Source: an optimization exercise on an open RTL-to-GDS flow (aim: small area, a short achievable clock period and few clock cycles). Production flows keep margins and buffers that such runs may drop. In this exercise RTL edits were held to simulation tests only and were not proved equivalent to the original.

==> inputs of try-yarrow <==
## matrix_multiply_int
module matrix_multiply_int (
  input  wire logic                clk_i,
  input  wire logic                rst_ni,
  input  wire logic                in_valid_i,
  output logic                     in_ready_o,
  input  wire logic signed [15:0]  in_element_i,
  output logic                     out_valid_o,
  input  wire logic                out_ready_i,
  output logic signed [35:0]       out_product_o,
  output logic [2:0]               out_row_o,
  output logic [2:0]               out_col_o,
  output logic                     out_last_o,
  output logic                     out_not_possible_o,
  input  wire logic                cfg_valid_i,
  output logic                     cfg_ready_o,
  input  wire logic [3:0]          cfg_index_i,
  input  wire logic [3:0]          cfg_data_i
);
==> flow/config.mk <==
export PLATFORM = sky130hd
export DESIGN_NAME = matrix_multiply_int
export DESIGN_NICKNAME = matrix_multiply_int
export VERILOG_FILES = /design/flow/design.v
export SDC_FILE = /design/flow/constraint.sdc
export NUM_CORES = 4
export LEC_CHECK = 0
export ABC_CLOCK_PERIOD_IN_PS = 2500
export CAP_MARGIN = 20
export CORE_MARGIN = 2
export CORE_UTILIZATION = 60
export CTS_CLUSTER_DIAMETER = 100
export CTS_CLUSTER_SIZE = 24
export PLACE_DENSITY = 0.72
export SETUP_SLACK_MARGIN = 4.7
export SLEW_MARGIN = 20
export SYNTH_HIERARCHICAL = 1
==> flow/constraint.sdc <==
create_clock -name core_clock -period 7.5 [get_ports {clk_i}]
set_input_delay 1.5000 -clock core_clock [delete_from_list [all_inputs] [get_ports {clk_i}]]
set_output_delay 1.5000 -clock core_clock [all_outputs]
set_load 0.01 [all_outputs]
run.sh (not shown) runs the stock make flow with config.mk's settings and CLKGATE_MAP_FILE= SYNTH_SCRIPT=/design/flow/synth_recipe.tcl, a recipe that flattens the netlist after the stock synthesis.
==> inputs of try-tundra, as changes to try-yarrow <==
--- a/flow/design.v
+++ b/flow/design.v
@@ -6476,12 +6476,18 @@
     end
   end
   logic [35:0] out_d_q;
   logic [2:0]  out_row_q, out_col_q;
   logic        out_last_q, out_np_q;
-  always_ff @(posedge clk_i) begin
-    if (load_out) begin
+  always_ff @(posedge clk_i or negedge rst_ni) begin
+    if (!rst_ni) begin
+      out_d_q    <= '0;
+      out_np_q   <= 1'b0;
+      out_row_q  <= '0;
+      out_col_q  <= '0;
+      out_last_q <= 1'b0;
+    end else if (load_out) begin
       out_d_q    <= src[35:0];
       out_np_q   <= src[36];
       out_row_q  <= src[36] ? 3'd0 : or_i_q;
       out_col_q  <= src[36] ? 3'd0 : or_j_q;
       out_last_q <= !src[36] && (or_i_q == m1_q) && (or_j_q == q1_q);
Settings changed: SETUP_SLACK_MARGIN 4.7 to 4.5.
==> inputs of try-lagoon, as changes to try-yarrow <==
--- a/flow/design.v
+++ b/flow/design.v
@@ -6476,12 +6476,18 @@
     end
   end
   logic [35:0] out_d_q;
   logic [2:0]  out_row_q, out_col_q;
   logic        out_last_q, out_np_q;
-  always_ff @(posedge clk_i) begin
-    if (load_out) begin
+  always_ff @(posedge clk_i or negedge rst_ni) begin
+    if (!rst_ni) begin
+      out_d_q    <= '0;
+      out_np_q   <= 1'b0;
+      out_row_q  <= '0;
+      out_col_q  <= '0;
+      out_last_q <= 1'b0;
+    end else if (load_out) begin
       out_d_q    <= src[35:0];
       out_np_q   <= src[36];
       out_row_q  <= src[36] ? 3'd0 : or_i_q;
       out_col_q  <= src[36] ? 3'd0 : or_j_q;
       out_last_q <= !src[36] && (or_i_q == m1_q) && (or_j_q == q1_q);
Settings changed: SETUP_SLACK_MARGIN 4.7 to 4.4.
==> run summary <==
- try-yarrow finished with timing, DRC and antenna clean. try-tundra finished clean. try-lagoon went through all stages and came out clean.
- The highest global-route usage belongs to try-tundra, the lowest to try-lagoon.
- Clock skew, highest first: try-lagoon, try-yarrow, try-tundra.
- Between try-lagoon and try-yarrow, the lower count of clock-buffer cells in the layout is in try-yarrow (gap 13).
- Hold slack, highest first: try-tundra, try-yarrow, try-lagoon.
- Register-to-register slack, highest first: try-yarrow, try-lagoon, try-tundra.
- Non-clock buffer count, lowest first: try-tundra, try-lagoon, try-yarrow.
Testbench counts of try-yarrow, summed over its fixed seeds: cycles 8,009.
Testbench counts of try-tundra, summed over its fixed seeds: cycles 8,009.
Testbench counts of try-lagoon, summed over its fixed seeds: cycles 8,009.

* * *

==> 04-28 <==
Another version of the RTL of matrix_multiply_int (not shown whole).
// matrix_multiply_int
module matrix_multiply_int (
  input  wire logic                clk_i,
  input  wire logic                rst_ni,
  input  wire logic                in_valid_i,
  output logic                     in_ready_o,
  input  wire logic signed [15:0]  in_element_i,
  output logic                     out_valid_o,
  input  wire logic                out_ready_i,
  output logic signed [35:0]       out_product_o,
  output logic [2:0]               out_row_o,
  output logic [2:0]               out_col_o,
  output logic                     out_last_o,
  output logic                     out_not_possible_o,
  input  wire logic                cfg_valid_i,
  output logic                     cfg_ready_o,
  input  wire logic [3:0]          cfg_index_i,
  input  wire logic [3:0]          cfg_data_i
);
clock: 7.5 ns
lec_check: 0
abc_clock_period_in_ps: 2500
cap_margin: 20
core_margin: 2
core_utilization: 45
place_density: 0.6
setup_slack_margin: 4.4
slew_margin: 20
==> 10-24 (differences from 04-28) <==
--- a/flow/design.v
+++ b/flow/design.v
@@ -7219,13 +7219,12 @@
   input  wire logic [3:0]          cfg_index_i,
   input  wire logic [3:0]          cfg_data_i
 );
   localparam int DOT_LAT = 3;             
   localparam int FIFO_N  = DOT_LAT + 2;   
   localparam int CAP     = FIFO_N + 1;    
-  localparam int CNT_W   = 4;
   logic [2:0] m1_q, n1_q, p1_q, q1_q;
   logic [2:0] cfg_used;
   logic       cfg_hit;
   assign cfg_ready_o = 1'b1;
   assign cfg_hit     = cfg_valid_i && (cfg_index_i[3:2] == 2'b00);
   assign cfg_used    = (cfg_data_i == 4'd0) ? 3'd0 :
@@ -7255,25 +7254,28 @@
   assign in_ready_o = in_rdy_q;
   assign acc        = in_valid_i && in_rdy_q;
   assign col_last   = ld_b_q ? ld_c_q[q1_q] : ld_c_q[n1_q];
   assign row_last   = ld_b_q ? ld_r_q[n1_q] : ld_r_q[m1_q];
   always_ff @(posedge clk_i or negedge rst_ni) begin
     if (!rst_ni) begin
-      ld_b_q <= 1'b0;
-      ld_r_q <= 8'd1;
-      ld_c_q <= 8'd1;
+      ld_b_q  <= 1'b0;
+      ld_r_q  <= 8'd1;
+      ld_c_q  <= 8'd1;
+      lbank_q <= 1'b0;
     end else if (cfg_hit) begin
-      ld_b_q <= 1'b0;
-      ld_r_q <= 8'd1;
-      ld_c_q <= 8'd1;
+      ld_b_q  <= 1'b0;
+      ld_r_q  <= 8'd1;
+      ld_c_q  <= 8'd1;
+      lbank_q <= 1'b0;
     end else if (acc && !mismatch) begin
       if (col_last) begin
         ld_c_q <= 8'd1;
         if (row_last) begin
           ld_r_q <= 8'd1;
           ld_b_q <= !ld_b_q;
+          if (ld_b_q) lbank_q <= dbl && !lbank_q;
         end else begin
           ld_r_q <= {ld_r_q[6:0], 1'b0};
         end
       end else begin
         ld_c_q <= {ld_c_q[6:0], 1'b0};
       end
@@ -7281,25 +7283,29 @@
   end
   typedef struct packed {
     logic        np;       
     logic        b;        
     logic        last;     
     logic        lrow;     
+    logic        bank;     
     logic [7:0]  r;
     logic [7:0]  c;
     logic [15:0] d;
   } elem_t;
   elem_t e_new, h_q, s_q;
+  logic  dbl, lbank_q;
   logic  h_v_q, s_v_q, h_go, h_ok;
   logic  s_v_d;
   assign e_new.np   = mismatch;
-  assign e_new.b    = ld_b_q;
-  assign e_new.last = ld_b_q && col_last && row_last;
-  assign e_new.lrow = ld_b_q && row_last;
-  assign e_new.r    = ld_r_q;
-  assign e_new.c    = ld_c_q;
+  assign e_new.b    = ld_b_q && !mismatch;
+  assign e_new.last = ld_b_q && !mismatch && col_last && row_last;
+  assign e_new.lrow = ld_b_q && !mismatch && row_last;
+  assign dbl        = (n1_q <= 3'd3);
+  assign e_new.bank = lbank_q;
+  assign e_new.r    = (lbank_q && ld_b_q)  ? {ld_r_q[3:0], 4'b0} : ld_r_q;
+  assign e_new.c    = (lbank_q && !ld_b_q) ? {ld_c_q[3:0], 4'b0} : ld_c_q;
   assign e_new.d    = in_element_i;
   assign h_go = h_v_q && h_ok;
   always_comb begin
     s_v_d = s_v_q;
     if (h_go || !h_v_q) s_v_d = s_v_q && acc;
     else if (acc)       s_v_d = 1'b1;
@@ -7327,40 +7333,45 @@
   logic       own_q;            
   logic [7:0] col_rdy_q;        
   logic       commit, flush;
   logic [7:0] oi_q, oj_q;       
   logic [7:0] a_lat_q;          
   logic [7:0] b_lat_q;          
+  logic       sbank_q;          
   logic       issue, credit_ok, np_go, start;
-  logic [CNT_W-1:0] cnt_q;
-  assign credit_ok = own_q ? (cnt_q < CNT_W'(CAP - 1)) : (cnt_q < CNT_W'(CAP));
+  logic [CAP-1:0] cth_q, cth_d;  
+  logic       cok_q, cok_d, own_d;
+  assign credit_ok = cok_q;
   assign issue     = act_q && credit_ok && (!own_q || |(oj_q & col_rdy_q));
-  assign start     = h_go && !h_q.np && h_q.b && h_q.lrow && !own_q;
-  assign commit    = h_go && !h_q.np && h_q.b && h_q.last;
+  assign start     = h_go && h_q.lrow && !own_q;
+  assign commit    = h_go && h_q.last;
   assign flush     = cfg_hit;
   always_comb begin
     if (h_q.np)       h_ok = !act_q && credit_ok;
     else if (own_q)   h_ok = 1'b1;
     else if (!act_q)  h_ok = 1'b1;
+    else if (h_q.bank != sbank_q) h_ok = !h_q.lrow;
     else if (h_q.b)   h_ok = !h_q.lrow && |(h_q.c & b_lat_q);
     else              h_ok = |(h_q.r & a_lat_q);
   end
   assign np_go = h_go && h_q.np;
   always_ff @(posedge clk_i or negedge rst_ni) begin
     if (!rst_ni) begin
       act_q   <= 1'b0;
       oi_q    <= 8'd1;
       oj_q    <= 8'd1;
       a_lat_q <= '0;
       b_lat_q <= '0;
+      sbank_q <= 1'b0;
     end else if (flush) begin
       act_q   <= 1'b0;
       oi_q    <= 8'd1;
       oj_q    <= 8'd1;
     end else if (start) begin
       act_q   <= 1'b1;
+      sbank_q <= h_q.bank;
       oi_q    <= 8'd1;
       oj_q    <= 8'd1;
       a_lat_q <= '0;
       b_lat_q <= '0;
     end else if (issue) begin
       if (oj_q[0])      a_lat_q <= a_lat_q | oi_q;
@@ -7375,24 +7386,26 @@
         end
       end else begin
         oj_q <= {oj_q[6:0], 1'b0};
       end
     end
   end
+  assign own_d = (flush || commit) ? 1'b0 : (start ? 1'b1 : own_q);
   always_ff @(posedge clk_i or negedge rst_ni) begin
     if (!rst_ni) begin
       own_q     <= 1'b0;
       col_rdy_q <= '0;
-    end else if (flush || commit) begin
-      own_q     <= 1'b0;
-      col_rdy_q <= '0;
-    end else if (start) begin
-      own_q     <= 1'b1;
-      col_rdy_q <= h_q.c;
-    end else if (h_go && !h_q.np && own_q) begin
-      col_rdy_q <= col_rdy_q | h_q.c;
+    end else begin
+      own_q <= own_d;
+      if (flush || commit) begin
+        col_rdy_q <= '0;
+      end else if (start) begin
+        col_rdy_q <= h_q.c;
+      end else if (h_go && !h_q.np && own_q) begin
+        col_rdy_q <= col_rdy_q | h_q.c;
+      end
     end
   end
   logic [63:0][15:0] amem_q, bmem_q;
   logic [7:0][15:0]  arow, bcol;
   logic [7:0][15:0]  arow_q;
   logic [63:0]       b_neg_d, b_one_d, b_two_d;
@@ -7414,13 +7427,13 @@
     end
   end
   for (genvar k = 0; k < 8; k++) begin : g_enc
     logic [16:0] bx;
     logic        use_k;
     assign bx    = {bcol[k], 1'b0};
-    assign use_k = (3'(k) <= n1_q);
+    assign use_k = sbank_q ? (k >= 4 && 3'(k % 4) <= n1_q) : (3'(k) <= n1_q);
     for (genvar j = 0; j < 8; j++) begin : g_dig
       assign b_neg_d[k*8+j] = use_k && bx[2*j+2];
       assign b_one_d[k*8+j] = use_k && (bx[2*j+1] ^ bx[2*j]);
       assign b_two_d[k*8+j] = use_k && ((bx[2*j+2] && !bx[2*j+1] && !bx[2*j]) ||
                                         (!bx[2*j+2] && bx[2*j+1] && bx[2*j]));
     end
@@ -7447,35 +7460,45 @@
   assign dsum = dx + dy;
   always_ff @(posedge clk_i or negedge rst_ni) begin
     if (!rst_ni)    pv_q <= '0;
     else if (flush) pv_q <= '0;
     else            pv_q <= {pv_q[DOT_LAT-1:0], issue};
   end
-  logic        push, push_np, w_v;
+  logic        push, push_np, w_v, np_v_q;
   logic [35:0] push_d;
   logic [FIFO_N-1:0][36:0] fifo_q;
   logic [2:0]  rd_q, wr_q;
   logic [2:0]  fcnt_q;
   logic        fifo_ne, out_free, load_out, fifo_wr, fifo_rd;
   logic [36:0] src;
   logic        out_v_q;
   logic [2:0]  or_i_q, or_j_q;
   logic        xfer;
   logic [6:0]  owe_q;           
-  logic [6:0]  mq;
+  logic [6:0]  mq_q, owe_p, owe_pm, owe_n, owe_m;
   logic        owe_nz, direct, src_ok;
   assign w_v     = pv_q[DOT_LAT];
-  assign push    = w_v || np_go;
-  assign push_np = np_go;
-  assign push_d  = np_go ? 36'd0 : {dsum[34], dsum};
-  assign mq       = 7'((4'(m1_q) + 4'd1) * (4'(q1_q) + 4'd1));
+  assign push    = w_v || np_v_q;
+  assign push_np = np_v_q;
+  assign push_d  = np_v_q ? 36'd0 : {dsum[34], dsum};
+  assign owe_p    = owe_q + mq_q;
+  assign owe_pm   = owe_q + mq_q - 7'd1;
+  assign owe_n    = owe_q + 7'd1;
+  assign owe_m    = owe_q - 7'd1;
+  always_comb begin
+    if (flush)                        cth_d = CAP'(out_v_q && !xfer);
+    else if ((issue || np_go) && !xfer) cth_d = {cth_q[CAP-2:0], 1'b1};
+    else if (!(issue || np_go) && xfer) cth_d = {1'b0, cth_q[CAP-1:1]};
+    else                              cth_d = cth_q;
+    cok_d = own_d ? !cth_d[CAP-2] : !cth_d[CAP-1];
+  end
   assign owe_nz   = (owe_q != 7'd0);
   assign fifo_ne  = (fcnt_q != 3'd0);
   assign out_free = !out_v_q || out_ready_i;
   assign src      = fifo_ne ? fifo_q[rd_q] : {push_np, push_d};
-  assign src_ok   = (fifo_ne || push) && (src[36] || owe_nz);
+  assign src_ok   = (fifo_ne || push) && owe_nz;
   assign load_out = out_free && src_ok;
   assign fifo_rd  = load_out && fifo_ne;
   assign direct   = load_out && !fifo_ne;
   assign fifo_wr  = push && !direct;
   assign xfer     = out_v_q && out_ready_i;
   always_ff @(posedge clk_i) begin
@@ -7483,31 +7506,38 @@
   end
   always_ff @(posedge clk_i or negedge rst_ni) begin
     if (!rst_ni) begin
       rd_q   <= '0;
       wr_q   <= '0;
       fcnt_q <= '0;
-      cnt_q  <= '0;
+      cth_q  <= '0;
+      np_v_q <= 1'b0;
       out_v_q <= 1'b0;
       or_i_q <= '0;
       or_j_q <= '0;
       owe_q  <= '0;
+      mq_q   <= 7'd1;
+      cok_q  <= 1'b1;
     end else begin
+      mq_q  <= 7'((4'(m1_q) + 4'd1) * (4'(q1_q) + 4'd1));
+      cok_q  <= cok_d;
+      cth_q  <= cth_d;
+      np_v_q <= np_go && !flush;
       if (flush) begin
         wr_q   <= '0;
         rd_q   <= '0;
         fcnt_q <= '0;
-        cnt_q  <= CNT_W'(xfer ? 1'b0 : out_v_q);
       end else begin
         if (fifo_wr) wr_q <= (wr_q == 3'(FIFO_N - 1)) ? 3'd0 : wr_q + 3'd1;
         if (fifo_rd) rd_q <= (rd_q == 3'(FIFO_N - 1)) ? 3'd0 : rd_q + 3'd1;
         fcnt_q <= fcnt_q + 3'(fifo_wr) - 3'(fifo_rd);
-        cnt_q  <= cnt_q + CNT_W'(issue) + CNT_W'(np_go) - CNT_W'(xfer);
       end
       if (out_free) out_v_q <= src_ok;
-      owe_q <= owe_q + (commit ? mq : 7'd0) - 7'(load_out && !src[36]);
+      if (commit)      owe_q <= load_out ? owe_pm : owe_p;
+      else if (np_v_q) owe_q <= load_out ? owe_q : owe_n;
+      else if (load_out) owe_q <= owe_m;
       if (load_out && !src[36]) begin
         if (or_j_q == q1_q) begin
           or_j_q <= '0;
           or_i_q <= (or_i_q == m1_q) ? 3'd0 : or_i_q + 3'd1;
         end else begin
           or_j_q <= or_j_q + 3'd1;
@@ -7515,14 +7545,20 @@
       end
     end
   end
   logic [35:0] out_d_q;
   logic [2:0]  out_row_q, out_col_q;
   logic        out_last_q, out_np_q;
-  always_ff @(posedge clk_i) begin
-    if (load_out) begin
+  always_ff @(posedge clk_i or negedge rst_ni) begin
+    if (!rst_ni) begin
+      out_d_q    <= '0;
+      out_np_q   <= 1'b0;
+      out_row_q  <= '0;
+      out_col_q  <= '0;
+      out_last_q <= 1'b0;
+    end else if (load_out) begin
       out_d_q    <= src[35:0];
       out_np_q   <= src[36];
       out_row_q  <= src[36] ? 3'd0 : or_i_q;
       out_col_q  <= src[36] ? 3'd0 : or_j_q;
       out_last_q <= !src[36] && (or_i_q == m1_q) && (or_j_q == q1_q);
     end
- CORE_UTILIZATION: 45 -> 60
- CTS_CLUSTER_DIAMETER: default -> 100
- CTS_CLUSTER_SIZE: default -> 24
- PLACE_DENSITY: 0.6 -> 0.72
==> 11-27 (differences from 04-28) <==
--- a/flow/design.v
+++ b/flow/design.v
@@ -7219,13 +7219,12 @@
   input  wire logic [3:0]          cfg_index_i,
   input  wire logic [3:0]          cfg_data_i
 );
   localparam int DOT_LAT = 3;             
   localparam int FIFO_N  = DOT_LAT + 2;   
   localparam int CAP     = FIFO_N + 1;    
-  localparam int CNT_W   = 4;
   logic [2:0] m1_q, n1_q, p1_q, q1_q;
   logic [2:0] cfg_used;
   logic       cfg_hit;
   assign cfg_ready_o = 1'b1;
   assign cfg_hit     = cfg_valid_i && (cfg_index_i[3:2] == 2'b00);
   assign cfg_used    = (cfg_data_i == 4'd0) ? 3'd0 :
@@ -7289,15 +7288,15 @@
     logic [15:0] d;
   } elem_t;
   elem_t e_new, h_q, s_q;
   logic  h_v_q, s_v_q, h_go, h_ok;
   logic  s_v_d;
   assign e_new.np   = mismatch;
-  assign e_new.b    = ld_b_q;
-  assign e_new.last = ld_b_q && col_last && row_last;
-  assign e_new.lrow = ld_b_q && row_last;
+  assign e_new.b    = ld_b_q && !mismatch;
+  assign e_new.last = ld_b_q && !mismatch && col_last && row_last;
+  assign e_new.lrow = ld_b_q && !mismatch && row_last;
   assign e_new.r    = ld_r_q;
   assign e_new.c    = ld_c_q;
   assign e_new.d    = in_element_i;
   assign h_go = h_v_q && h_ok;
   always_comb begin
     s_v_d = s_v_q;
@@ -7328,17 +7327,18 @@
   logic [7:0] col_rdy_q;        
   logic       commit, flush;
   logic [7:0] oi_q, oj_q;       
   logic [7:0] a_lat_q;          
   logic [7:0] b_lat_q;          
   logic       issue, credit_ok, np_go, start;
-  logic [CNT_W-1:0] cnt_q;
-  assign credit_ok = own_q ? (cnt_q < CNT_W'(CAP - 1)) : (cnt_q < CNT_W'(CAP));
+  logic [CAP-1:0] cth_q, cth_d;  
+  logic       cok_q, cok_d, own_d;
+  assign credit_ok = cok_q;
   assign issue     = act_q && credit_ok && (!own_q || |(oj_q & col_rdy_q));
-  assign start     = h_go && !h_q.np && h_q.b && h_q.lrow && !own_q;
-  assign commit    = h_go && !h_q.np && h_q.b && h_q.last;
+  assign start     = h_go && h_q.lrow && !own_q;
+  assign commit    = h_go && h_q.last;
   assign flush     = cfg_hit;
   always_comb begin
     if (h_q.np)       h_ok = !act_q && credit_ok;
     else if (own_q)   h_ok = 1'b1;
     else if (!act_q)  h_ok = 1'b1;
     else if (h_q.b)   h_ok = !h_q.lrow && |(h_q.c & b_lat_q);
@@ -7375,24 +7375,26 @@
         end
       end else begin
         oj_q <= {oj_q[6:0], 1'b0};
       end
     end
   end
+  assign own_d = (flush || commit) ? 1'b0 : (start ? 1'b1 : own_q);
   always_ff @(posedge clk_i or negedge rst_ni) begin
     if (!rst_ni) begin
       own_q     <= 1'b0;
       col_rdy_q <= '0;
-    end else if (flush || commit) begin
-      own_q     <= 1'b0;
-      col_rdy_q <= '0;
-    end else if (start) begin
-      own_q     <= 1'b1;
-      col_rdy_q <= h_q.c;
-    end else if (h_go && !h_q.np && own_q) begin
-      col_rdy_q <= col_rdy_q | h_q.c;
+    end else begin
+      own_q <= own_d;
+      if (flush || commit) begin
+        col_rdy_q <= '0;
+      end else if (start) begin
+        col_rdy_q <= h_q.c;
+      end else if (h_go && !h_q.np && own_q) begin
+        col_rdy_q <= col_rdy_q | h_q.c;
+      end
     end
   end
   logic [63:0][15:0] amem_q, bmem_q;
   logic [7:0][15:0]  arow, bcol;
   logic [7:0][15:0]  arow_q;
   logic [63:0]       b_neg_d, b_one_d, b_two_d;
@@ -7447,35 +7449,45 @@
   assign dsum = dx + dy;
   always_ff @(posedge clk_i or negedge rst_ni) begin
     if (!rst_ni)    pv_q <= '0;
     else if (flush) pv_q <= '0;
     else            pv_q <= {pv_q[DOT_LAT-1:0], issue};
   end
-  logic        push, push_np, w_v;
+  logic        push, push_np, w_v, np_v_q;
   logic [35:0] push_d;
   logic [FIFO_N-1:0][36:0] fifo_q;
   logic [2:0]  rd_q, wr_q;
   logic [2:0]  fcnt_q;
   logic        fifo_ne, out_free, load_out, fifo_wr, fifo_rd;
   logic [36:0] src;
   logic        out_v_q;
   logic [2:0]  or_i_q, or_j_q;
   logic        xfer;
   logic [6:0]  owe_q;           
-  logic [6:0]  mq;
+  logic [6:0]  mq_q, owe_p, owe_pm, owe_n, owe_m;
   logic        owe_nz, direct, src_ok;
   assign w_v     = pv_q[DOT_LAT];
-  assign push    = w_v || np_go;
-  assign push_np = np_go;
-  assign push_d  = np_go ? 36'd0 : {dsum[34], dsum};
-  assign mq       = 7'((4'(m1_q) + 4'd1) * (4'(q1_q) + 4'd1));
+  assign push    = w_v || np_v_q;
+  assign push_np = np_v_q;
+  assign push_d  = np_v_q ? 36'd0 : {dsum[34], dsum};
+  assign owe_p    = owe_q + mq_q;
+  assign owe_pm   = owe_q + mq_q - 7'd1;
+  assign owe_n    = owe_q + 7'd1;
+  assign owe_m    = owe_q - 7'd1;
+  always_comb begin
+    if (flush)                        cth_d = CAP'(out_v_q && !xfer);
+    else if ((issue || np_go) && !xfer) cth_d = {cth_q[CAP-2:0], 1'b1};
+    else if (!(issue || np_go) && xfer) cth_d = {1'b0, cth_q[CAP-1:1]};
+    else                              cth_d = cth_q;
+    cok_d = own_d ? !cth_d[CAP-2] : !cth_d[CAP-1];
+  end
   assign owe_nz   = (owe_q != 7'd0);
   assign fifo_ne  = (fcnt_q != 3'd0);
   assign out_free = !out_v_q || out_ready_i;
   assign src      = fifo_ne ? fifo_q[rd_q] : {push_np, push_d};
-  assign src_ok   = (fifo_ne || push) && (src[36] || owe_nz);
+  assign src_ok   = (fifo_ne || push) && owe_nz;
   assign load_out = out_free && src_ok;
   assign fifo_rd  = load_out && fifo_ne;
   assign direct   = load_out && !fifo_ne;
   assign fifo_wr  = push && !direct;
   assign xfer     = out_v_q && out_ready_i;
   always_ff @(posedge clk_i) begin
@@ -7483,31 +7495,38 @@
   end
   always_ff @(posedge clk_i or negedge rst_ni) begin
     if (!rst_ni) begin
       rd_q   <= '0;
       wr_q   <= '0;
       fcnt_q <= '0;
-      cnt_q  <= '0;
+      cth_q  <= '0;
+      np_v_q <= 1'b0;
       out_v_q <= 1'b0;
       or_i_q <= '0;
       or_j_q <= '0;
       owe_q  <= '0;
+      mq_q   <= 7'd1;
+      cok_q  <= 1'b1;
     end else begin
+      mq_q  <= 7'((4'(m1_q) + 4'd1) * (4'(q1_q) + 4'd1));
+      cok_q  <= cok_d;
+      cth_q  <= cth_d;
+      np_v_q <= np_go && !flush;
       if (flush) begin
         wr_q   <= '0;
         rd_q   <= '0;
         fcnt_q <= '0;
-        cnt_q  <= CNT_W'(xfer ? 1'b0 : out_v_q);
       end else begin
         if (fifo_wr) wr_q <= (wr_q == 3'(FIFO_N - 1)) ? 3'd0 : wr_q + 3'd1;
         if (fifo_rd) rd_q <= (rd_q == 3'(FIFO_N - 1)) ? 3'd0 : rd_q + 3'd1;
         fcnt_q <= fcnt_q + 3'(fifo_wr) - 3'(fifo_rd);
-        cnt_q  <= cnt_q + CNT_W'(issue) + CNT_W'(np_go) - CNT_W'(xfer);
       end
       if (out_free) out_v_q <= src_ok;
-      owe_q <= owe_q + (commit ? mq : 7'd0) - 7'(load_out && !src[36]);
+      if (commit)      owe_q <= load_out ? owe_pm : owe_p;
+      else if (np_v_q) owe_q <= load_out ? owe_q : owe_n;
+      else if (load_out) owe_q <= owe_m;
       if (load_out && !src[36]) begin
         if (or_j_q == q1_q) begin
           or_j_q <= '0;
           or_i_q <= (or_i_q == m1_q) ? 3'd0 : or_i_q + 3'd1;
         end else begin
           or_j_q <= or_j_q + 3'd1;
@@ -7515,14 +7534,20 @@
       end
     end
   end
   logic [35:0] out_d_q;
   logic [2:0]  out_row_q, out_col_q;
   logic        out_last_q, out_np_q;
-  always_ff @(posedge clk_i) begin
-    if (load_out) begin
+  always_ff @(posedge clk_i or negedge rst_ni) begin
+    if (!rst_ni) begin
+      out_d_q    <= '0;
+      out_np_q   <= 1'b0;
+      out_row_q  <= '0;
+      out_col_q  <= '0;
+      out_last_q <= 1'b0;
+    end else if (load_out) begin
       out_d_q    <= src[35:0];
       out_np_q   <= src[36];
       out_row_q  <= src[36] ? 3'd0 : or_i_q;
       out_col_q  <= src[36] ? 3'd0 : or_j_q;
       out_last_q <= !src[36] && (or_i_q == m1_q) && (or_j_q == q1_q);
     end
- CORE_UTILIZATION: 45 -> 60
- CTS_CLUSTER_DIAMETER: default -> 100
- CTS_CLUSTER_SIZE: default -> 24
- PLACE_DENSITY: 0.6 -> 0.72
==> summary of the runs <==
The highest core utilization belongs to 10-24, the lowest to 04-28.
Synthesized cell count: 10-24 > 11-27 > 04-28.
Critical path depth is the same in 11-27 and 10-24.
Between 11-27 and 04-28, the lower area after synthesis is in 04-28 (gap 0.35%, measured against 04-28).
In 04-28 the sequential share of layout area is lower than in 10-24, by 1.6 points.
The lowest via count belongs to 11-27, the highest to 10-24.
==> figures <==
	10-24	04-28	11-27
Buffers from clock root to sink, at most	4	4	3
Worst slew margin relative to its limit	0.2515	0.1958	0.2347
Run status	complete, no violations	complete, no violations	complete, no violations
Gr usage total	0.4099	0.3123	0.3737
Basic-gate share of the synthesized area counting and, or, nand and nor cells	0.04101	0.04039	0.04090
Post-synthesis area per instance	13.60 um^2	13.72 um^2	13.63 um^2
Site row count	189	218	189
Count of cells along the worst register-to-register path	6	16	6
Clock-pin slew on the worst setup and hold paths	90 ps	60 ps	90 ps
Routed via count	106513	105069	102478
Met2 track utilization from global routing	0.5884	0.4482	0.5457
Synthesis-to-layout area growth	10.05%	13.87%	8.861%
Via density per instance	6.933	6.305	6.732
Path length in cells of the critical path	6	16	6
Number of instances in the synthesized netlist	11755	11586	11704
Testbench counts of 04-28, summed over its fixed seeds: cycles 8,117.
Testbench counts of 10-24, summed over its fixed seeds: cycles 8,009.
Testbench counts of 11-27, summed over its fixed seeds: cycles 8,117.

[separate check: timing with driven ports]
How much do the figures lean on ideal ports? The routed layouts below were timed once more, with nothing changed but the port constraints. Step 1: set_driving_cell puts a clkbuf_16 on clk_i and a buf_2 on each other input, an assumption about the parent block. Step 2 moves the port delays by t, midway between the first and last clock arrival at a register: inputs arrive t later, outputs are due t later. That takes back most of the time a late clock gives input paths. a / b / c = ideal / step 1 / step 2; a / b = the first two.
run	shift t [ns]	setup WS [ns]	latest minus earliest clock arrival (ns)
try-yarrow	1.002	4.449 / 4.393 / 3.879	0.099 / 0.099
try-tundra	0.979	4.312 / 4.312 / 3.657	0.092 / 0.092
try-lagoon	0.962	4.362 / 4.338 / 3.680	0.101 / 0.100
04-28	1.054	3.586 / 3.586 / 3.210	0.100 / 0.101
10-24	1.000	4.354 / 4.334 / 3.491	0.102 / 0.102
11-27	1.000	4.340 / 4.340 / 3.575	0.067 / 0.067
After both steps setup and hold are still met in every run listed. For 10-24, which loses most, drivers alone change the setup slack by -0.020 ns; drivers and shift together by -0.863 ns.
